This design comes from an exercise in tuning for small area on the open sky130 flow, not from production work. At most, simulation tests tie the RTL to the original design; equivalence was not proved. The RTL of run 2 was laid out without a check of its function. No activity file was given, so power comes from the tool's default toggle rates.

$ cat design.v
module counter_delay_line #(
  parameter int WIDTH = 32,
  parameter int DEPTH = 64,
  parameter int TAP_A = 19,
  parameter int TAP_B = 41,
  parameter int TAP_C = 48,
  parameter int BSWAP = 1
) (
  input  logic                       CLK,
  input  logic                       RST,
  input  logic                       en,
  input  logic                       flush,
  input  logic                       in_valid,
  input  logic [WIDTH-1:0]           counter_in,
  output logic [WIDTH-1:0]           tap_a,
  output logic                       tap_a_valid,
  output logic [WIDTH-1:0]           tap_b,
  output logic                       tap_b_valid,
  output logic [WIDTH-1:0]           tap_c,
  output logic                       tap_c_valid,
  output logic [WIDTH-1:0]           counter_out,
  output logic                       out_valid,
  output logic [$clog2(DEPTH+1)-1:0] occupancy
);
  localparam int OCC_W = $clog2(DEPTH+1);
  logic [WIDTH-1:0] data_p [DEPTH];
  logic [DEPTH-1:0] vld_p;
  logic [OCC_W-1:0] occ_p;
  logic [WIDTH-1:0] stage0_word;
  generate
    if (BSWAP != 0) begin : g_bswap
      for (genvar i = 0; i < WIDTH/8; i++) begin : g_byte
        assign stage0_word[8*i +: 8] = counter_in[WIDTH-8-8*i +: 8];
      end
    end else begin : g_pass
      assign stage0_word = counter_in;
    end
  endgenerate
  always_ff @(posedge CLK) begin
    if (en) begin
      data_p[0] <= stage0_word;
      for (int k = 1; k < DEPTH; k++)
        data_p[k] <= data_p[k-1];
    end
  end
  always_ff @(posedge CLK) begin
    if (RST || flush) begin
      vld_p <= '0;
      occ_p <= '0;
    end else if (en) begin
      vld_p <= {vld_p[DEPTH-2:0], in_valid};
      occ_p <= occ_p + OCC_W'(in_valid) - OCC_W'(vld_p[DEPTH-1]);
    end
  end
  assign tap_a       = data_p[TAP_A];
  assign tap_a_valid = vld_p[TAP_A];
  assign tap_b       = data_p[TAP_B];
  assign tap_b_valid = vld_p[TAP_B];
  assign tap_c       = data_p[TAP_C];
  assign tap_c_valid = vld_p[TAP_C];
  assign counter_out = data_p[DEPTH-1];
  assign out_valid   = vld_p[DEPTH-1];
  assign occupancy   = occ_p;
endmodule
$ cat run.sh
#!/bin/bash
# synth_recipe.tcl (not shown) runs the flow's synth.tcl, then flattens the netlist and writes it again
# the make line also repeats each setting of config.mk as NAME=value (left out here)
make -C /OpenROAD-flow-scripts/flow DESIGN_CONFIG=/design/flow/config.mk WORK_HOME=/design/flow/orfs CLKGATE_MAP_FILE= SYNTH_SCRIPT=/design/flow/synth_recipe.tcl finish
$ cat config.mk
export PLATFORM = sky130hd
export DESIGN_NAME = counter_delay_line
export DESIGN_NICKNAME = counter_delay_line
export VERILOG_FILES = /design/flow/design.v
export SDC_FILE = /design/flow/constraint.sdc
export NUM_CORES = 4
export LEC_CHECK = 0
export CAP_MARGIN = 20
export CORE_MARGIN = 2
export CORE_UTILIZATION = 65
export CTS_CLUSTER_DIAMETER = 70
export CTS_CLUSTER_SIZE = 26
export SLEW_MARGIN = 20
$ cat constraint.sdc
create_clock -name core_clock -period 5.0 [get_ports {CLK}]
set_input_delay 1.0000 -clock core_clock [delete_from_list [all_inputs] [get_ports {CLK}]]
set_output_delay 1.0000 -clock core_clock [all_outputs]
set_load 0.01 [all_outputs]
==> results.py, run 1 <==
metrics = {
    "status": {
        "status": "complete, no violations",
    },
    "synth": {
        "syn_avg_cell_area_sq_um": 27.7,
        "async_flop_share_pct": 0,
        "yosysSeqAreaShare_pct": 97.8,
        "yosysTopAreaCell": "edfxtp_1",
        "yosysWarningCount": 2,
        "synth_cell_types": 34,
        "yosys-top-cells-area": "edfxtp_1 (96%), dfxtp_1 (2.2%), mux2i_1 (1.0%)",
        "mappedNetlistArea_sq_um": 64300,
        "yosys_register_bits": 2119,
        "syn-instance-count": 2323,
        "netlist.area_leader.share_pct": 95.6,
        "yosys_most_used_dff": "edfxtp_1",
        "synth-edff-count": 2048,
        "synthesis.nets": 2368,
    },
    "power_and_ir_drop": {
        "clockPowerShare_pct": 28.8,
        "powerDensity_nw_per_um2": 423,
        "p_int_mw": 24.5,
        "p_sw_mw": 5.50,
        "p_leak_nw": 23.5,
        "p_seq_share_pct": 69.3,
        "sw_frac_of_total_pct": 18.3,
        "ir_drop_v": 0.000431,
        "pwr-share-comb_pct": 1.9,
    },
    "critical_path": {
        "r2r_setup_slack_ns": 2.48,
        "worstSetupEndpointType": "output port",
        "path_cells": "clkdlybuf4s50_1",
        "rr_worst_depth": 9,
        "worstPathRequired_ns": 4.00,
        "cpMaxStageDelayCell": "clkdlybuf4s50_1",
        "cp.arrival_ns": 1.77,
        "cp_max_fo": 2,
        "crit_start": "data_p[48][15]$_DFFE_PP_",
        "r2r-end": "occ_p[6]$_SDFFE_PP0P_",
        "r2r-start": "occ_p[0]$_SDFFE_PP0P_",
        "worstSetupPathType": "reg2out",
        "crit_path_max_incr_delay_ns": 0.63,
        "worst-path-buf-inv": 1,
        "crit_family": "buffers and inverters",
        "critPathLaunchType": "flip-flop",
    },
    "min_path": {
        "hp-start": "data_p[8][27]$_DFFE_PP_",
        "holdPathEnd": "data_p[9][27]$_DFFE_PP_",
        "whs_path_depth": 0,
        "min_path_type": "reg2reg",
    },
    "final_layout": {
        "drive_gt1_share_pct": 6.22,
        "nets": 2658,
        "fin_util_pct": 72.1,
        "diodes": 0,
        "syn2layout_area_growth_pct": 10.1,
        "fillerInstances": 5591,
        "final_common_cell": "edfxtp_1",
        "design_area_sq_um": 70800,
        "final_cell_mix": "edfxtp_1 (2,048), clkdlybuf4s50_1 (174), clkbuf_16 (98)",
    },
    "grt": {
        "grt_pass1_wl_um": 110000,
        "overflow": 0,
        "grt_max_degree": 183,
        "antenna_found_initial": 0,
        "gr-usage-all-layers_pct": 13.7,
        "grt_pass1_vias": 20600,
    },
    "sta": {
        "hold_viol": 0,
        "fin_hold_ws_ns": 0.414,
        "min_period_over_period_pct": 55.5,
        "rsz0062_at_grt": "no",
        "fin_skew_ns": 0.0160,
        "fmax_mhz": 360,
        "setup_viol": 0,
        "worstMarginPinSlew_ns": 0.948,
        "tns_ns": 0,
        "slew_headroom_pct": 36.8,
        "min_period_ns": 2.77,
        "drv_slew": 0,
    },
    "route": {
        "ant_nets": 0,
        "wirelength_um": 69400,
        "drc": 0,
        "drtIter0Drc": 2054,
        "first_pass_iters": 6,
        "avgRoutedWirePerCell_um": 17.6,
        "viasPerCell": 5.32,
        "routed-via-count": 21000,
    },
    "clock_tree": {
        "numCtsBuffers": 95,
        "post_cts_resize_count": 0,
        "cts_root_buf": "clkbuf_16",
        "clkSinkCount": 2119,
        "clock_path_buffers": 3,
        "cts_setup_buffers": 0,
        "tritoncts": "built",
        "clk_latency_ns": 0.68,
        "clk_pin_slew_worst_paths_ns": 0.09,
        "cts_hold_buffers": 0,
        "cts_max_level": 3,
    },
    "floorplan": {
        "initial_core_util_pct": 65.4,
        "die_w_um": 319,
        "dieArea_sq_um": 101000,
        "coreArea_sq_um": 98300,
        "fp.dieH_um": 319,
        "ios": 176,
        "rows": 115,
    },
    "job": {
        "drv_cap": 0,
    },
    "place": {
        "placed_area_sq_um": 68100,
        "dpl.hpwl_um": 35500,
        "port_buffers": 175,
        "routabilityCongestion": 0.740,
    },
}
[worst max path at each step]
stage | endpoint | cells after the start | slack, ns
after floorplan | occ_p[6]$_SDFFE_PP0P_ | 6 | 2.29
after global placement | occ_p[6]$_SDFFE_PP0P_ | 7 | 1.75
after detailed placement | occ_p[6]$_SDFFE_PP0P_ | 7 | 1.73
after CTS | tap_a_valid | 1 | 2.09
after global routing | tap_a_valid | 1 | 2.09
final | tap_c[15] | 1 | 2.23
[metrics by stage]
stage,setup WS (ns),total power [mW],std cells
after floorplan,2.29,21.2,2323
after global routing,2.09,31.1,3939
after detailed placement,1.73,21.8,3803
after global placement,1.75,21.7,3803
final,2.23,30.0,3939
after CTS,2.09,30.4,3939
[power groups by stage]
stage	sequential [mW]	clock, mW	combinational [mW]
2_1_floorplan	21.1	0	0.0496
3_3_place_gp	21.2	0	0.566
3_5_place_dp	21.2	0	0.589
4_1_cts	20.8	9.02	0.584
5_1_grt	20.9	9.60	0.625
6_report	20.8	8.63	0.571
[sequential cells by signal, summed over array words and instances, names as in the netlist]
signal	count
occ_p	7
data_p	2048
vld_p	64
[cells by family after synthesis]
kind of cell               share of synthesized area, %
xor gates and xnor gates                         0.0272
buffers and inverters                             0.173
AOI/OAI and AO/OA                                 0.167
muxes                                              1.07
adders and majority gates                         0.167
DFF                                                97.8
and+or+nand+nor                                   0.572
[cells in the mapped netlist, drive strengths merged (2+ instances only)]
library cell	n
a211o	2
o21ai	2
nand3	2
mux2i	67
dfxtp	71
buf	11
edfxtp	2048
a21o	2
nand2b	2
inv	9
nor3b	3
ha	7
nor3	3
nor2	69
clkbuf	5
nand2	2
a21oi	4
a211oi	3
[routing by layer]
metal	global-route usage [%]	wire [um]
met4	4.33	1380
met1	20.7	32700
met2	20.7	32600
met5	0	0
met3	2.76	2740
[layout make-up]
| cell class | instances | area [sq um] | area share, % |
|---|---|---|---|
| clock buffers | 108 | 2490 | 3.52 |
| clock inverters | 28 | 293 | 0.413 |
| inverters | 9 | 33.8 | 0.0477 |
| multi-input cells | 179 | 1290 | 1.82 |
| flip-flops and latches | 2119 | 62900 | 88.8 |
| well taps | 1287 | 1610 | 2.27 |
| repair buffers | 209 | 2200 | 3.11 |
==> run 2: changes to the inputs <==
--- a/design.v
+++ b/design.v
@@ -38,15 +38,16 @@
   endgenerate
   always_ff @(posedge CLK) begin
-    if (en) begin
+    if (RST) begin
+      for (int k = 0; k < DEPTH; k++)
+        data_p[k] <= '0;
+      vld_p <= '0;
+      occ_p <= '0;
+    end else if (flush) begin
+      vld_p <= '0;
+      occ_p <= '0;
+    end else if (en) begin
       data_p[0] <= stage0_word;
       for (int k = 1; k < DEPTH; k++)
         data_p[k] <= data_p[k-1];
-    end
-  end
-  always_ff @(posedge CLK) begin
-    if (RST || flush) begin
-      vld_p <= '0;
-      occ_p <= '0;
-    end else if (en) begin
       vld_p <= {vld_p[DEPTH-2:0], in_valid};
       occ_p <= occ_p + OCC_W'(in_valid) - OCC_W'(vld_p[DEPTH-1]);
--- a/config.mk
+++ b/config.mk
@@ -8,6 +8,4 @@
 export CAP_MARGIN = 20
 export CORE_MARGIN = 2
-export CORE_UTILIZATION = 65
-export CTS_CLUSTER_DIAMETER = 70
-export CTS_CLUSTER_SIZE = 26
+export CORE_UTILIZATION = 50
 export SLEW_MARGIN = 20
==> run 2 against run 1 <==
Effect of this change:
- final cell count grew to 2.8 times the previous value
- global-route usage up 6.7 points
- clock skew up 0.0072 ns
- first-iteration DRC count grew 110%
- clock power grew about 80%
- total power grew 11%
- wire length is 120% higher
- via count grew to 2.7 times the previous value
- critical path depth is the same
==> results.py, run 2 <==
metrics = {
    "floorplan": {
        "coreArea_sq_um": 145000,
        "rows": 140,
        "die_w_um": 386,
        "dieArea_sq_um": 149000,
        "fp.dieH_um": 386,
        "initial_core_util_pct": 50.3,
        "ios": 176,
    },
    "route": {
        "wirelength_um": 155000,
        "drc": 0,
        "first_pass_iters": 6,
        "routed-via-count": 56000,
        "drtIter0Drc": 4366,
        "ant_nets": 0,
        "avgRoutedWirePerCell_um": 14.1,
        "viasPerCell": 5.08,
    },
    "clock_tree": {
        "tritoncts": "built",
        "cts_setup_buffers": 0,
        "clk_pin_slew_worst_paths_ns": 0.06,
        "clkSinkCount": 2119,
        "clock_path_buffers": 3,
        "post_cts_resize_count": 0,
        "clk_latency_ns": 0.81,
        "numCtsBuffers": 210,
        "cts_max_level": 4,
        "cts_hold_buffers": 0,
        "cts_root_buf": "clkbuf_16",
    },
    "critical_path": {
        "worst-path-buf-inv": 1,
        "r2r-start": "occ_p[0]$_SDFFE_PP0P_",
        "worstSetupPathType": "reg2out",
        "critPathLaunchType": "flip-flop",
        "crit_family": "flip-flops",
        "crit_start": "occ_p[6]$_SDFFE_PP0P_",
        "cp_max_fo": 3,
        "crit_path_max_incr_delay_ns": 0.70,
        "cp.arrival_ns": 2.19,
        "worstPathRequired_ns": 4.00,
        "cpMaxStageDelayCell": "dfxtp_1",
        "path_cells": "clkdlybuf4s50_1",
        "worstSetupEndpointType": "output port",
    },
    "synth": {
        "netlist.area_leader.share_pct": 58.0,
        "yosysWarningCount": 2,
        "yosysSeqAreaShare_pct": 58.0,
        "yosysTopAreaCell": "dfxtp_1",
        "yosys-top-cells-area": "dfxtp_1 (58%), nand2_1 (21%), a21oi_1 (14%)",
        "synth_commonest_cells": "nand2_1 (4,099), dfxtp_1 (2,119), a21oi_1 (2,052)",
        "syn_avg_cell_area_sq_um": 7.99,
        "yosys_register_bits": 2119,
        "mappedNetlistArea_sq_um": 73100,
        "synth-edff-count": 0,
        "synth_cell_types": 31,
        "synth_most_common_cell": "nand2_1",
        "yosys_most_used_dff": "dfxtp_1",
        "synthesis.nets": 9197,
        "async_flop_share_pct": 0,
        "syn-instance-count": 9152,
    },
    "sta": {
        "fin_skew_ns": 0.0232,
        "rsz0062_at_grt": "no",
        "fmax_mhz": 314,
        "hold_viol": 0,
        "min_period_ns": 3.19,
        "drv_slew": 0,
        "fin_hold_ws_ns": 0.436,
        "slew_headroom_pct": 35.4,
        "min_period_over_period_pct": 63.8,
        "setup_viol": 0,
        "setup_ws_ns": 1.81,
        "worstMarginPinSlew_ns": 0.969,
        "tns_ns": 0,
    },
    "final_layout": {
        "final_common_cell": "nand2_1",
        "largest_reg_flops": 2048,
        "final_cell_mix": "nand2_1 (4,099), dfxtp_1 (2,119), a21oi_1 (2,052)",
        "top_register": "data_p",
        "syn2layout_area_growth_pct": 11.8,
        "drive_gt1_share_pct": 4.62,
        "design_area_sq_um": 81700,
        "reg.largest.list": "data_p (2048), vld_p (64), occ_p (7)",
        "nets": 8976,
        "diodes": 0,
    },
    "min_path": {
        "min_path_type": "reg2reg",
        "hp-start": "data_p[15][6]$_SDFFE_PP0P_",
    },
    "grt": {
        "antenna_found_initial": 2,
        "grt_pass1_wl_um": 258000,
        "overflow": 0,
        "grt_pass1_vias": 51200,
        "gr-usage-all-layers_pct": 20.4,
        "grt_max_degree": 186,
    },
    "place": {
        "dpl.hpwl_um": 90900,
        "placed_area_sq_um": 74800,
        "routabilityCongestion": 0.757,
        "port_buffers": 175,
        "pre_cts_ws_ns": 1.51,
    },
    "status": {
        "status": "complete, no violations",
    },
    "power_and_ir_drop": {
        "ir_drop_v": 0.000297,
        "powerDensity_nw_per_um2": 409,
        "p_leak_nw": 26.1,
        "power_mw": 33.4,
    },
    "job": {
        "drv_cap": 0,
    },
}
==> run 2: changes by cell type in the layout (fill, tap and decap cells not counted), sizes merged, moves of 4 or more <==
cell    previous run  this run
a21oi              4      2052
buf               35        95
bufinv             4         8
clkbuf           108       326
clkinv            14        39
dfxtp             71      2119
edfxtp          2048         0
inv               16         9
nand2              2      4099
==> run 2: cell families after synthesis <==
logic type      Yosys count  synth area share [%]
compound gates         2066                  14.2
xor+xnor                  2                0.0240
fa+ha+maj                 8                 0.147
buf+inv                 709                  5.15
flops                  2119                  58.0
mux                      67                 0.918
simple gates           4181                  21.5
==> run 2: per-layer routing <==
metal	track usage, %	vias to the layer above	part of all wire [%]
met4	5.26	0	1.8
met2	31.0	719	44
met3	3.49	202	3.7
li1	-	28900	-
met5	0	-	0
met1	29.9	26100	50
==> run 2: per-stage QoR <==
step | util (%) | cells
after global placement | 51.5 | 10600
after detailed placement | 51.5 | 10600
after CTS | 56.2 | 11000
after floorplan | - | 9152
final | 56.2 | 11000
after global routing | 56.2 | 11000
==> run 2: area by class of cell <==
cell class / count / area, sq um
clock inverter: 50 / 482
fill: 13900 / 63700
tap: 1917 / 2400
multi-input combinational: 6324 / 26900
timing repair buffer: 268 / 3070
sequential: 2119 / 42400
clock buffer: 326 / 6400
inverter: 8 / 30.0
==> run 2: report_power, final <==
part,internal (mW),switching (mW),leakage (nW),total (mW)
registers,16.9,0.0147,17.1,16.9
logic,0.165,0.828,5.63,0.993
clock network,9.15,6.36,3.42,15.5
==> run 2: path summary, 6_finish.rpt <==
path / to / slack [ns] / depth (start not counted)
min: data_p[16][6]$_SDFFE_PP0P_ / 0.44 / 2
min reg2reg: data_p[16][6]$_SDFFE_PP0P_ / 0.44 / 2
max reg2reg: occ_p[6]$_SDFFE_PP0P_ / 2.58 / 9
max: occupancy[6] / 1.81 / 1

==> what the ideal ports hide <==
No port has a modelled driver above. Below, the same layouts with a new extraction and two added sets of constraints. Step 1 assumes that a clkbuf_16 drives the clock port and a buf_2 every other input. Step 2 moves the port delays by t, midway between the first and last clock arrival at a register: inputs arrive t later, outputs are due t later. That takes back most of the time a late clock gives input paths. Slacks: no drivers / after step 1 / after step 2; pairs: no drivers / after step 1.
| run | shift t [ns] | slack for setup (ns) | slew at the worst register clock pin (ns) | worst data-port slew with drivers (ns) | pins driven straight from the clock port |
|---|---|---|---|---|---|
| run 1 | 0.740 | 2.225 / 2.160 / 1.709 | 0.10 / 0.10 | 0.08 | 1 |
| run 2 | 0.879 | 1.811 / 1.736 / 1.444 | 0.06 / 0.06 | 0.11 | 1 |
After both steps setup and hold are still met in every run listed. The setup slack of run 1, which loses most, moves by -0.065 ns with the drivers and by -0.516 ns with both steps.
